This is an optimization exercise on Yosys and OpenROAD, whose aim is small area, a short achievable clock period and few clock cycles, not a production implementation.
In this exercise RTL edits were held to simulation tests only and were not proved equivalent to the original.
Power and IR drop assume default switching activity.

--- design/flow/config.mk ---
export PLATFORM = sky130hd
export DESIGN_NAME = rc4_decrypt_top
export DESIGN_NICKNAME = rc4_decrypt_top
export VERILOG_FILES = /design/flow/design.v
export SDC_FILE = /design/flow/constraint.sdc
export NUM_CORES = 4
export LEC_CHECK = 0
export CAP_MARGIN = 20
export CORE_MARGIN = 2
export CORE_UTILIZATION = 35
export CTS_CLUSTER_DIAMETER = 100
export CTS_CLUSTER_SIZE = 24
export PLACE_DENSITY = 0.45
export SLEW_MARGIN = 20
--- design/flow/constraint.sdc ---
create_clock -name core_clock -period 12.0 [get_ports {clk}]
set_input_delay 2.4000 -clock core_clock [delete_from_list [all_inputs] [get_ports {clk}]]
set_output_delay 2.4000 -clock core_clock [all_outputs]
set_load 0.01 [all_outputs]
--- design/flow/design.v ---
`default_nettype none
package rc4_pkg;
    localparam int MAX_MSG_LEN = 32;                    
    localparam int KEY_BYTES   = 3;                     
    typedef logic [7:0]  byte_t;                        
    typedef logic [7:0]  sbox_addr_t;                   
    typedef logic [23:0] rc4_key_t;                     
    typedef logic [$clog2(MAX_MSG_LEN)-1:0] msg_idx_t;  
endpackage
`default_nettype wire
`default_nettype none
module s_box_ram (
    input  logic                 clk,
    input  logic                 mode_k,     
    input  logic                 pk,         
    input  logic [15:0]          qroww,      
    input  logic [15:0]          qcolw,
    input  logic [15:0]          row2,       
    input  logic [15:0]          col2,
    input  logic [15:0]          cola,       
    input  logic [15:0]          colb,       
    input  rc4_pkg::byte_t       ah,         
    input  rc4_pkg::byte_t       al,         
    input  rc4_pkg::byte_t       a2,
    input  rc4_pkg::byte_t       pa,         
    input  rc4_pkg::byte_t       pb,         
    output logic [127:0]         rowa,       
    output logic [127:0]         rowb,       
    output rc4_pkg::byte_t       r2,
    output rc4_pkg::byte_t       r3,
    output rc4_pkg::byte_t       r4
);
    rc4_pkg::byte_t r [1:255];
    logic [255:0]   selw;                    
    logic [255:0]   sel2;                    
    logic [255:0]   wsel1;                   
    logic [255:0]   wsel2;                   
    logic [255:0]   s_k;                     
    logic [255:0]   s_p;                     
    always_comb begin
        for (int x = 0; x < 256; x++) begin
            selw[x] = qroww[x / 16] & qcolw[x % 16];
            sel2[x] = row2[x / 16] & col2[x % 16];
        end
        for (int k = 0; k < 256; k++) begin
            wsel1[k] = mode_k ? selw[(k + 2) % 256] : selw[(k + 1) % 256];
            wsel2[k] = sel2[(k + 2) % 256];
            s_k[k]   = !wsel1[k] && mode_k;
            s_p[k]   = !wsel1[k] && !mode_k;
        end
    end
    always_comb begin
        rowa = '0;
        rowb = '0;
        for (int rr = 0; rr < 16; rr++) begin
            for (int cc = 0; cc < 16; cc++) begin
                if (rr * 16 + cc != 0) begin
                    rowa[rr * 8 +: 8] = rowa[rr * 8 +: 8] | (r[rr * 16 + cc] & {8{cola[cc]}});
                    rowb[rr * 8 +: 8] = rowb[rr * 8 +: 8] | (r[rr * 16 + cc] & {8{colb[cc]}});
                end
            end
        end
    end
    assign r2 = r[2];
    assign r3 = r[3];
    assign r4 = r[4];
    for (genvar k = 1; k < 256; k++) begin : g_pos
        for (genvar n = 0; n < 8; n++) begin : g_bit
            logic ax;
            logic nk;                        
            logic np;                        
            logic y;
            assign ax = (((k - 1) >> n) & 1) ? ah[n] : al[n];
            if (k <= 252) begin : g_mid
                assign nk = r[k + 2][n];
                assign np = r[k + 1][n];
            end else if (k == 253) begin : g_253
                assign nk = pa[n];
                assign np = r[254][n];
            end else if (k == 254) begin : g_254
                assign nk = pb[n];
                assign np = pk ? pa[n] : r[255][n];
            end else begin : g_255
                assign nk = pb[n];
                assign np = pb[n];
            end
            assign y = (wsel1[k] & ax) | (s_k[k] & nk) | (s_p[k] & np);
            always_ff @(posedge clk) begin
                r[k][n] <= wsel2[k] ? a2[n] : y;
            end
        end
    end
endmodule
`default_nettype wire
`default_nettype none
module rc4_keystream (
    input  logic               clk,
    input  logic               go,                   
    input  logic               busy,                 
    input  logic               busy_next,            
    input  rc4_pkg::rc4_key_t  secret_key,
    output logic               prga,                 
    output rc4_pkg::byte_t     z                     
);
    logic [7:0]           c;
    logic                 mode_k;                    
    logic                 pk_q;                      
    logic                 pinit_q;                   
    logic                 init_q;                    
    logic                 ksa_last;
    logic [23:0]          key_q;                     
    rc4_pkg::byte_t       a1_q;                      
    rc4_pkg::byte_t       a2_q;                      
    rc4_pkg::byte_t       ah_q, al_q;                
    rc4_pkg::sbox_addr_t  q1_q;
    logic [15:0]          qrowr_q, qcolr_q;          
    logic [15:0]          qroww_q, qcolw_q;          
    logic                 is2_q, is3_q, is4_q;       
    logic                 is0_q, is255_q;            
    logic [15:0]          row2, col2;
    logic                 q2is1, q2is2, q2is3, q2is4, q2is0, q2is255, q2isq1;
    rc4_pkg::byte_t       a3;                        
    rc4_pkg::byte_t       r2a;                       
    rc4_pkg::sbox_addr_t  gk;
    rc4_pkg::sbox_addr_t  qk_a2, qk_a1, qk_r3;
    rc4_pkg::sbox_addr_t  q1k, q1p, q1_next;
    rc4_pkg::byte_t       ap;                        
    rc4_pkg::byte_t       a1_next, a2_next;
    logic [127:0]         rowa, rowb;
    logic [127:0]         rowa_q, rowb_q;
    logic [15:0]          rowa_sel_q, rowb_sel_q;    
    logic                 f1_255_q, f1_0_q;
    logic                 f2_1_q, f2_2_q, f2_q1_q, f2_255_q, f2_0_q;
    rc4_pkg::byte_t       a1p_q, a2p_q;
    rc4_pkg::byte_t       rs1, rs2;
    rc4_pkg::byte_t       b1p, b2p;                  
    rc4_pkg::byte_t       pa, pb;                    
    rc4_pkg::byte_t       pa_q, pb_q;
    rc4_pkg::byte_t       r2, r3, r4;
    rc4_pkg::byte_t       ami_q;                     
    rc4_pkg::sbox_addr_t  u;                         
    logic [15:0]          trow_q, tcol_q;
    rc4_pkg::byte_t       a1u_q, a1u_qq;             
    logic                 ui_q, ui_qq;               
    logic                 uj_q, uj_qq;               
    assign mode_k   = busy && (c < 8'd128);
    assign ksa_last = busy && (c == 8'd127);
    assign prga     = busy && (c >= 8'd129) && (c <= 8'd160);
    rc4_pkg::sbox_addr_t  q2s, q2c;
    rc4_pkg::sbox_addr_t  q2g, q2p;                  
    logic                 q2c4;                      
    assign q2s  = q1_q ^ a2_q ^ key_q[15:8];
    assign q2c  = {(q1_q[6:0] & a2_q[6:0]) | (q1_q[6:0] & key_q[14:8]) | (a2_q[6:0] & key_q[14:8]), 1'b0};
    assign q2g  = q2s & q2c;
    assign q2p  = q2s | q2c;
    assign q2c4 = q2g[3] | (q2p[3] & q2g[2]) | (q2p[3] & q2p[2] & q2g[1]) |
                  (q2p[3] & q2p[2] & q2p[1] & q2g[0]);
    always_comb begin
        logic [7:0] v, kk;
        logic [3:0] v4, k4, vh, kh, vh1, kh1;
        logic [15:0] rh0, rh1;
        for (int x = 0; x < 16; x++) begin
            v4 = 4'(x);
            k4 = q2g[3:0] | (q2p[3:0] & ~v4);
            col2[x] = ((q2s[3:0] ^ q2c[3:0] ^ v4) == {k4[2:0], 1'b0});
            vh  = 4'(x);
            kh  = q2g[7:4] | (q2p[7:4] & ~vh);
            rh0[x] = ((q2s[7:4] ^ q2c[7:4] ^ vh) == {kh[2:0], 1'b0});
            vh1 = 4'(x - 1);
            kh1 = q2g[7:4] | (q2p[7:4] & ~vh1);
            rh1[x] = ((q2s[7:4] ^ q2c[7:4] ^ vh1) == {kh1[2:0], 1'b0});
        end
        for (int x = 0; x < 16; x++) row2[x] = mode_k && (q2c4 ? rh1[x] : rh0[x]);
        v = 8'd0;   kk = q2g | (q2p & ~v); q2is0   = ((q2s ^ q2c ^ v) == {kk[6:0], 1'b0});
        v = 8'd1;   kk = q2g | (q2p & ~v); q2is1   = ((q2s ^ q2c ^ v) == {kk[6:0], 1'b0});
        v = 8'd2;   kk = q2g | (q2p & ~v); q2is2   = ((q2s ^ q2c ^ v) == {kk[6:0], 1'b0});
        v = 8'd3;   kk = q2g | (q2p & ~v); q2is3   = ((q2s ^ q2c ^ v) == {kk[6:0], 1'b0});
        v = 8'd4;   kk = q2g | (q2p & ~v); q2is4   = ((q2s ^ q2c ^ v) == {kk[6:0], 1'b0});
        v = 8'd255; kk = q2g | (q2p & ~v); q2is255 = ((q2s ^ q2c ^ v) == {kk[6:0], 1'b0});
        v = q1_q;   kk = q2g | (q2p & ~v); q2isq1  = ((q2s ^ q2c ^ v) == {kk[6:0], 1'b0});
    end
    assign a3      = q2is3 ? a2_q : is3_q ? a1_q : r3;
    assign r2a     = q2is4 ? a2_q : is4_q ? a1_q : r4;
    assign gk    = q1_q + key_q[15:8] + key_q[7:0] + a2_q + 8'hFE;
    assign qk_a2 = gk + a2_q;
    assign qk_a1 = gk + a1_q;
    assign qk_r3 = gk + r3;
    assign q1k   = q2is3 ? qk_a2 : is3_q ? qk_a1 : qk_r3;
    assign ap    = is2_q ? a1_q : r2;
    assign q1p   = q1_q - 8'd1 + ap;
    rc4_pkg::sbox_addr_t  cand [0:5];
    logic [5:0]           pick;                      
    logic [5:0]           c_is0, c_is2, c_is3, c_is4, c_is255;
    logic [15:0]          c_row [0:5];
    logic [15:0]          c_col [0:5];
    logic                 n_is0, n_is2, n_is3, n_is4, n_is255;
    logic [15:0]          n_row, n_col;
    assign cand[0] = qk_a2;
    assign cand[1] = qk_a1;
    assign cand[2] = qk_r3;
    assign cand[3] = q1p;
    assign cand[4] = secret_key[23:16] + 8'd1;
    assign cand[5] = 8'd1;
    assign pick[4] = go;
    assign pick[5] = !go && ksa_last;
    assign pick[3] = !go && !ksa_last && !mode_k;
    assign pick[0] = !go && !ksa_last && mode_k && q2is3;
    assign pick[1] = !go && !ksa_last && mode_k && !q2is3 && is3_q;
    assign pick[2] = !go && !ksa_last && mode_k && !q2is3 && !is3_q;
    rc4_pkg::sbox_addr_t  bs1, bc1, bs2, bc2, bs3, bc3;
    rc4_pkg::sbox_addr_t  cs [0:2];
    rc4_pkg::sbox_addr_t  cc [0:2];
    rc4_pkg::byte_t       cx [0:2];
    assign bs1 = q1_q ^ key_q[15:8] ^ key_q[7:0];
    assign bc1 = {(q1_q[6:0] & key_q[14:8]) | (q1_q[6:0] & key_q[6:0]) | (key_q[14:8] & key_q[6:0]), 1'b0};
    assign bs2 = bs1 ^ bc1 ^ a2_q;
    assign bc2 = {(bs1[6:0] & bc1[6:0]) | (bs1[6:0] & a2_q[6:0]) | (bc1[6:0] & a2_q[6:0]), 1'b0};
    assign bs3 = bs2 ^ bc2 ^ 8'hFE;
    assign bc3 = {(bs2[6:0] & bc2[6:0]) | ((bs2[6:0] | bc2[6:0]) & 7'h7E), 1'b0};
    assign cx[0] = a2_q;
    assign cx[1] = a1_q;
    assign cx[2] = r3;
    always_comb begin
        logic [7:0] gg, pp, kk, v;
        logic [3:0] k4, v4, kh, vh, kh1, vh1;
        logic       c4;
        for (int m = 0; m < 3; m++) begin
            cs[m] = bs3 ^ bc3 ^ cx[m];
            cc[m] = {(bs3[6:0] & bc3[6:0]) | (bs3[6:0] & cx[m][6:0]) | (bc3[6:0] & cx[m][6:0]), 1'b0};
            gg = cs[m] & cc[m];
            pp = cs[m] | cc[m];
            c4 = gg[3] | (pp[3] & gg[2]) | (pp[3] & pp[2] & gg[1]) | (pp[3] & pp[2] & pp[1] & gg[0]);
            for (int x = 0; x < 16; x++) begin
                v4 = 4'(x);
                k4 = gg[3:0] | (pp[3:0] & ~v4);
                c_col[m][x] = ((cs[m][3:0] ^ cc[m][3:0] ^ v4) == {k4[2:0], 1'b0});
                vh  = c4 ? 4'(x - 1) : 4'(x);
                kh  = gg[7:4] | (pp[7:4] & ~vh);
                c_row[m][x] = ((cs[m][7:4] ^ cc[m][7:4] ^ vh) == {kh[2:0], 1'b0});
            end
            v = 8'd0;   kk = gg | (pp & ~v); c_is0[m]   = ((cs[m] ^ cc[m] ^ v) == {kk[6:0], 1'b0});
            v = 8'd2;   kk = gg | (pp & ~v); c_is2[m]   = ((cs[m] ^ cc[m] ^ v) == {kk[6:0], 1'b0});
            v = 8'd3;   kk = gg | (pp & ~v); c_is3[m]   = ((cs[m] ^ cc[m] ^ v) == {kk[6:0], 1'b0});
            v = 8'd4;   kk = gg | (pp & ~v); c_is4[m]   = ((cs[m] ^ cc[m] ^ v) == {kk[6:0], 1'b0});
            v = 8'd255; kk = gg | (pp & ~v); c_is255[m] = ((cs[m] ^ cc[m] ^ v) == {kk[6:0], 1'b0});
        end
        for (int m = 3; m < 6; m++) begin
            c_is0[m]   = (cand[m] == 8'd0);
            c_is2[m]   = (cand[m] == 8'd2);
            c_is3[m]   = (cand[m] == 8'd3);
            c_is4[m]   = (cand[m] == 8'd4);
            c_is255[m] = (cand[m] == 8'd255);
            for (int x = 0; x < 16; x++) begin
                c_row[m][x] = (cand[m][7:4] == 4'(x));
                c_col[m][x] = (cand[m][3:0] == 4'(x));
            end
        end
    end
    always_comb begin
        q1_next = '0;
        n_is0   = 1'b0;
        n_is2   = 1'b0;
        n_is3   = 1'b0;
        n_is4   = 1'b0;
        n_is255 = 1'b0;
        n_row   = '0;
        n_col   = '0;
        for (int m = 0; m < 6; m++) begin
            q1_next = q1_next | (cand[m] & {8{pick[m]}});
            n_is0   = n_is0   | (c_is0[m]   & pick[m]);
            n_is2   = n_is2   | (c_is2[m]   & pick[m]);
            n_is3   = n_is3   | (c_is3[m]   & pick[m]);
            n_is4   = n_is4   | (c_is4[m]   & pick[m]);
            n_is255 = n_is255 | (c_is255[m] & pick[m]);
            n_row   = n_row   | (c_row[m]   & {16{pick[m]}});
            n_col   = n_col   | (c_col[m]   & {16{pick[m]}});
        end
    end
    assign a1_next = go ? 8'd0 : mode_k ? a3 : ap;
    assign a2_next = go ? ((secret_key[23:16] == 8'd1) ? 8'd0 : 8'd1) :
                     n_is2 ? a3 : r2a;
    s_box_ram u_s_box (
        .clk    (clk),
        .mode_k (mode_k),
        .pk     (pk_q),
        .qroww  (qroww_q),
        .qcolw  (qcolw_q),
        .row2   (row2),
        .col2   (col2),
        .cola   (qcolr_q),
        .colb   (mode_k ? col2 : tcol_q),
        .ah     (ah_q),
        .al     (al_q),
        .a2     (a2_q),
        .pa     (pa),
        .pb     (pb),
        .rowa   (rowa),
        .rowb   (rowb),
        .r2     (r2),
        .r3     (r3),
        .r4     (r4)
    );
    always_comb begin
        rs1 = '0;
        rs2 = '0;
        for (int rr = 0; rr < 16; rr++) begin
            rs1 = rs1 | (rowa_q[rr * 8 +: 8] & {8{rowa_sel_q[rr]}});
            rs2 = rs2 | (rowb_q[rr * 8 +: 8] & {8{rowb_sel_q[rr]}});
        end
    end
    assign b1p = f1_255_q ? pa_q : f1_0_q ? pb_q : rs1;
    assign b2p = f2_1_q   ? b1p  : f2_2_q ? a2p_q : f2_q1_q ? a1p_q :
                 f2_255_q ? pa_q : f2_0_q ? pb_q : rs2;
    assign pa  = pinit_q ? 8'd254 : f2_1_q ? a2p_q : b1p;
    assign pb  = pinit_q ? 8'd255 : pk_q ? b2p : b1p;
    assign u = b1p + ami_q;
    assign z = ui_qq ? a1u_qq : uj_qq ? pb_q : rs2;
    always_ff @(posedge clk) begin
        rowa_q     <= rowa;
        rowb_q     <= rowb;
        rowa_sel_q <= qrowr_q;
        rowb_sel_q <= mode_k ? row2 : trow_q;
        f1_255_q   <= mode_k && is255_q;
        f1_0_q     <= is0_q;
        f2_1_q     <= q2is1;
        f2_2_q     <= q2is2;
        f2_q1_q    <= q2isq1;
        f2_255_q   <= q2is255;
        f2_0_q     <= q2is0;
        a1p_q      <= a1_q;
        a2p_q      <= a2_q;
        pa_q       <= pa;
        pb_q       <= pb;
        pk_q       <= mode_k;
        pinit_q    <= init_q;
        ami_q  <= a1_q - (c - 8'd128) - 8'd1;
        a1u_q  <= a1_q;
        ui_q   <= (u == 8'd0);
        uj_q   <= (u == q1_q - 8'd1);
        a1u_qq <= a1u_q;
        ui_qq  <= ui_q;
        uj_qq  <= uj_q;
        for (int k = 0; k < 16; k++) begin
            trow_q[k] <= (u[7:4] == 4'(k));
            tcol_q[k] <= (u[3:0] == 4'(k));
        end
        q1_q    <= q1_next;
        a1_q    <= a1_next;
        a2_q    <= a2_next;
        is2_q   <= n_is2;
        is3_q   <= n_is3;
        is4_q   <= n_is4;
        is0_q   <= n_is0;
        is255_q <= n_is255;
        qrowr_q <= n_row;
        qcolr_q <= n_col;
        qroww_q <= n_row | {16{!busy_next}};
        qcolw_q <= n_col | {16{!busy_next}};
        init_q <= !busy_next;
        if (!busy_next) begin
            ah_q <= 8'hFF;
            al_q <= 8'h00;
        end else begin
            ah_q <= a1_next;
            al_q <= a1_next;
        end
        if (go) begin
            key_q <= secret_key;
        end else if (ksa_last) begin
            key_q <= '0;
        end else begin
            key_q <= {key_q[7:0], key_q[23:16], key_q[15:8]};
        end
        if (go) begin
            c <= '0;
        end else if (busy) begin
            c <= c + 8'd1;
        end
    end
endmodule
`default_nettype wire
`default_nettype none
module rc4_xor_stage (
    input  logic               clk,
    input  logic               reset_n,
    input  logic               init,
    input  logic               ct_load,
    input  logic [12:0]        ct_in,
    input  logic               zv,               
    input  rc4_pkg::byte_t     z,
    output logic               pt_valid,
    output logic [12:0]        pt_out,
    output logic               last              
);
    rc4_pkg::byte_t     ct_mem [0:rc4_pkg::MAX_MSG_LEN-1];
    rc4_pkg::msg_idx_t  idx;
    assign last = zv && (idx == 5'd31);
    always_ff @(posedge clk) begin
        if (ct_load) ct_mem[ct_in[12:8]] <= ct_in[7:0];
        pt_out <= {idx, z ^ ct_mem[idx]};
        if (init) idx <= '0;
        else if (zv) idx <= idx + 5'd1;
    end
    always_ff @(posedge clk) begin
        if (!reset_n) pt_valid <= 1'b0;
        else          pt_valid <= zv;
    end
endmodule
`default_nettype wire
`default_nettype none
module rc4_decrypt_top (
    input  logic               clk,
    input  logic               reset_n,
    input  logic               start,
    input  logic [23:0]        secret_key,       
    input  logic               ct_load,
    input  logic [12:0]        ct_in,            
    output logic               pt_valid,
    output logic [12:0]        pt_out,           
    output logic               done
);
    logic           busy;                        
    logic           zv1;                         
    logic           zv2;                         
    logic           zv;                          
    logic           go;                          
    logic           go_q;                        
    logic           run;                         
    logic           run_next;
    logic           prga;
    logic           last;
    rc4_pkg::byte_t z;
    assign go       = start && !busy;
    assign run_next = reset_n && (go_q || (run && !last));
    rc4_keystream u_keystream (
        .clk        (clk),
        .go         (go_q),
        .busy_next  (run_next),
        .busy       (run),
        .secret_key (secret_key),
        .prga       (prga),
        .z          (z)
    );
    rc4_xor_stage u_xor (
        .clk      (clk),
        .reset_n  (reset_n),
        .init     (go_q),
        .ct_load  (ct_load),
        .ct_in    (ct_in),
        .zv       (zv),
        .z        (z),
        .pt_valid (pt_valid),
        .pt_out   (pt_out),
        .last     (last)
    );
    always_ff @(posedge clk) begin
        if (!reset_n) begin
            busy <= 1'b0;
            go_q <= 1'b0;
            run  <= 1'b0;
            zv1  <= 1'b0;
            zv2  <= 1'b0;
            zv   <= 1'b0;
            done <= 1'b0;
        end else begin
            go_q <= go;
            run  <= run_next;
            zv1  <= prga;
            zv2  <= zv1;
            zv   <= zv2;
            if (go) begin
                busy <= 1'b1;
                done <= 1'b0;
            end else if (last) begin
                busy <= 1'b0;
                done <= 1'b1;
            end
        end
    end
endmodule
`default_nettype wire
--- design/flow/flow/run.sh ---
#!/bin/bash
set -euo pipefail
bash standard.sh SETUP_SLACK_MARGIN=7.7 TNS_END_PERCENT=20 finish > flow_finish.log 2>&1
--- design/flow/standard.sh ---
#!/bin/bash
# synth_recipe.tcl (not shown) runs the flow's synth.tcl, then flattens the netlist and writes it again
# the make line also repeats each setting of config.mk as NAME=value (left out here)
make -C /OpenROAD-flow-scripts/flow DESIGN_CONFIG=/design/flow/config.mk WORK_HOME=/design/flow/orfs CLKGATE_MAP_FILE= SYNTH_SCRIPT=/design/flow/synth_recipe.tcl "${@:-finish}"
==> results_dict.tcl <==
set metrics [dict create \
    synth-edff-count 264 \
    synth_top_cell_area_share 0.350 \
    grtUsageTotal 0.445 \
    antenna_found_initial 104 \
    die_h_um 654 \
    ctsRootBufferMaster "clkbuf_16" \
    max-cap-violations 0 \
    post-route-period-util 0.398 \
    drtIter0Drc 32059 \
    crit_family "adder cells" \
    status "finished clean" \
    postCtsHoldBufs 0 \
    holdCritPathClass "reg -> reg" \
    core_area_mm2 0.420 \
    clock_path_buffers 4 \
    slowest_delay_ns 0.63 \
    num_vias 169085 \
    rr_endpoint "u_keystream.qroww_q[15]" \
    reg2reg_from "u_keystream.q1_q[2]" \
    cts_sinks 2850 \
    synth-async-reset-ratio 0 \
    yosys_most_used_dff "dfxtp_1" \
    p_comb_frac 0.563 \
    p_int_mw 27.7 \
    slew_violations 0 \
    hold_violations 0 \
    crit_chain "fa_2 -> fa_1 -> inv_2 -> ha_4 -> inv_4 -> fa_2 -> ha_4 -> inv_2 -> fa_2 -> nand2_4 -> inv_4 -> fa_2 -> xnor2_4 -> nand2_2 -> nor2_4 -> a32o_2 -> or3_4 -> or2_4" \
    switching_share 0.544 \
    viasPerCell 7.43 \
    cp.buffers_inverters 4 \
    setup_tns_ns 0 \
    dp_hpwl_um 646000 \
    final-setup-viol-count 0 \
    crit_top_cell "fa_2" \
    fp.dieW_um 654 \
    wl_um 1000000 \
    hold_slack_ns 0.318 \
    clk_pin_slew_worst_paths_ns 0.10 \
    grt_max_degree 116 \
    skew_ns 0.0864 \
    drc_errors 0 \
    ys_seq_area_frac 0.404 \
    synthTopCellsByArea "dfxtp_1, a22oi_1, a31oi_1" \
    critPathArrivalTime_ns 5.65 \
    synthCells 17705 \
    grt_pass1_wl_um 1340000 \
    p_leak_nw 60.7 \
    tightest_slew_ns 1.28 \
    ff2ff_setup_slack_ns 7.23 \
    cp_slowest_cell "fa_2" \
    grt_overflow 0 \
    dp.cells 22246 \
    grt_pass1_vias 151272 \
    layoutNonFillerInstCount 22763 \
    hold_path_depth 0 \
    insertion_delay_ns 1.01 \
    ys_seq_elements 2850 \
    synthToLayoutAreaGrowth_pct 10.0 \
    yosys.area.top_type "dfxtp_1" \
    cp.required_ns 12.88 \
    cp_max_fo 4 \
    syn_nets 17964 \
    pwr-share-clk 0.113 \
    criticalPathCategory "reg -> reg" \
    ir_drop_mv 1.73 \
    htree_num_levels 4 \
    ant_nets 0 \
    whs_endpoint "u_keystream.rowa_sel_q[9]" \
    nets 17189 \
    rsz0062_at_grt "yes" \
    syn-cell-area_mm2 0.148 \
    max_freq_mhz 210 \
    die_area_mm2 0.428 \
    min_from "u_keystream.qrowr_q[9]" \
    cts_tree "done" \
    core.rowCount 238 \
    seq_power_share 0.324 \
    yosysWarnings 11 \
    crit_path_end_kind "register" \
    numPortBuffers 55 \
    p_per_area_mw_per_mm2 373 \
    drt_first_pass_iters 13 \
    ys_types 82 \
    start_kind "register" \
    pin_count 56 \
    place_congestion 1.03 \
    min_period_ns 4.77 \
    wl_per_cell_um 44.0 \
    switching_power_mw 33.0 \
    start_util 0.352 \
    worstRegToRegCells 18 \
    relSlewSlack 0.150 \
    numCtsBuffers 162 \
    layout-drive-gt1-share 0.0776 \
    syn_area_per_cell_um2 8.35 \
]
==> worst max path at each step <==
stage | slack, ns | cells past startpoint | from | to
floorplan | 6.99 | 11 | secret_key[19] | u_keystream.a2_q[0]
global placement | 5.54 | 9 | secret_key[16] | u_keystream.a2_q[4]
detailed placement | 5.49 | 9 | secret_key[16] | u_keystream.a2_q[4]
CTS | 7.24 | 12 | u_keystream.a2_q[1] | u_keystream.a2_q[1]
global route | 7.14 | 19 | u_keystream.q1_q[2] | u_keystream.qroww_q[3]
finish | 7.23 | 18 | u_keystream.q1_q[2] | u_keystream.qroww_q[15]
==> through the flow <==
stage	total power, mW	area [um2]	setup WS [ns]	util
2_1_floorplan	31.8	148000	6.99	-
3_3_place_gp	46.2	153000	5.54	0.365
3_5_place_dp	45.9	153000	5.49	0.365
4_1_cts	56.2	161000	7.24	0.384
5_1_grt	61.7	163000	7.14	0.387
6_report	60.7	163000	7.23	0.387
==> registers in the layout (all words and copies together) (netlist names), 24 cells and up, named ones only <==
register / flops
u_keystream.u_s_box.r: 2040
u_xor.ct_mem: 256
u_keystream.rowa_q: 128
u_keystream.rowb_q: 128
u_keystream.key_q: 24
==> layer usage <==
layer / GRT usage / vias to the layer above / wire length (um)
met5: 0.00577 / - / 831
met4: 0.322 / 70 / 90500
li1: - / 66763 / -
met1: 0.555 / 81889 / 374000
met2: 0.616 / 15800 / 393000
met3: 0.178 / 4563 / 143000
==> power groups by stage <==
stage          Clock, mW  Combinational [mW]  Sequential, mW
2_1_floorplan          0                17.2            14.6
3_3_place_gp           0                27.1            19.1
3_5_place_dp           0                27.0            19.0
4_1_cts             6.84                30.6            18.8
5_1_grt             7.13                35.4            19.1
6_report            6.85                34.2            19.7
==> placed cells by master, fill, tap and decap left out, types with 80 or more instances in the layout <==
cell type / netlist / final
nor2_1: 2360 / 2340
a21oi_1: 575 / 563
inv_1: 169 / 147
nor3_1: 179 / 162
a22oi_1: 2100 / 2099
xnor2_1: 109 / 86
a221oi_1: 1042 / 1033
diode_2: 0 / 92
ha_1: 135 / 100
nand4_1: 296 / 296
clkbuf_16: 0 / 164
nand2_1: 2439 / 2367
edfxtp_1: 264 / 264
dfxtp_1: 2586 / 2504
a31oi_1: 2034 / 2032
a22o_1: 1065 / 1064
buf_4: 0 / 385
mux4_2: 80 / 80
==> logic make-up (layout without fill, tap and decap cells) <==
kind of cell | count (synthesis) | in the layout | synth area share
flops | 2850 | 2850 | 0.404
compound gates | 7080 | 7080 | 0.350
simple gates | 5553 | 5553 | 0.152
buf+inv | 1666 | 992 | 0.0424
mux | 152 | 152 | 0.0172
xor+xnor | 186 | 186 | 0.0119
other cells | 0 | 92 | 0
fa+ha+maj | 218 | 218 | 0.0227
==> Yosys cell counts (17+ instances only) <==
cell and number:
a21o_1 30, mux2_2 19, xor2_1 68, nor3_1 179, mux4_2 80, a21oi_1 575
a31oi_1 2034, a222oi_1 21, and3_1 26, buf_1 132, nand3_1 76, mux2i_1 53
or2_2 17, nand2b_1 51, nand4_1 296, nor2_1 2360, clkbuf_1 1356, fa_1 83
dfxtp_1 2586, a22o_1 1065, inv_1 169, a22oi_1 2100, edfxtp_1 264, or3_1 18
nor4_1 19, ha_1 135, nand2_1 2439, o21ai_0 70, xnor2_1 109, a221oi_1 1042
==> layout make-up <==
class / instances / area [um2]
Antenna cell: 92 / 230
Fill cell: 42471 / 258000
Clock inverter: 72 / 938
Sequential cell: 2850 / 60000
Multi-Input combinational cell: 13189 / 84100
Timing Repair Buffer: 556 / 5460
Clock buffer: 193 / 4290
Inverter: 171 / 661
Tap cell: 5640 / 7060
==> repair_timing <==
item                       in CTS  in global routing
setup endpoints to repair    2332               1508
buffers inserted               97                 48
pin swaps                     102                 98
gates resized for setup       351                204
cloned                         13                  0
Testbench counts, summed over its fixed seeds: cycles 12,672.

==> static timing again, ports no longer ideal <==
The results above use ideal ports. As a check the final layout listed here was re-extracted and re-timed, cells and wires unchanged. Step 1, drivers: a clkbuf_16 drives clk and a buf_2 each remaining input, both assumed. Step 2 times the ports against the registers' clock, not the clock port: input delays grow and output delays shrink by t, the midpoint of the rising clock arrivals with the driver on. a / b / c = ideal / step 1 / step 2; a / b = the first two.
shift t [ns]: 1.086
setup slack, ns: 7.228 / 7.228 / 6.350
worst setup path at the end: input to register
slew at the worst register clock pin (ns): 0.12 / 0.12
pins driven straight from the clock port: 1
After both steps this run still meets setup and hold. For this run, drivers alone change the setup slack by 0.000 ns; drivers and shift together by -0.878 ns.
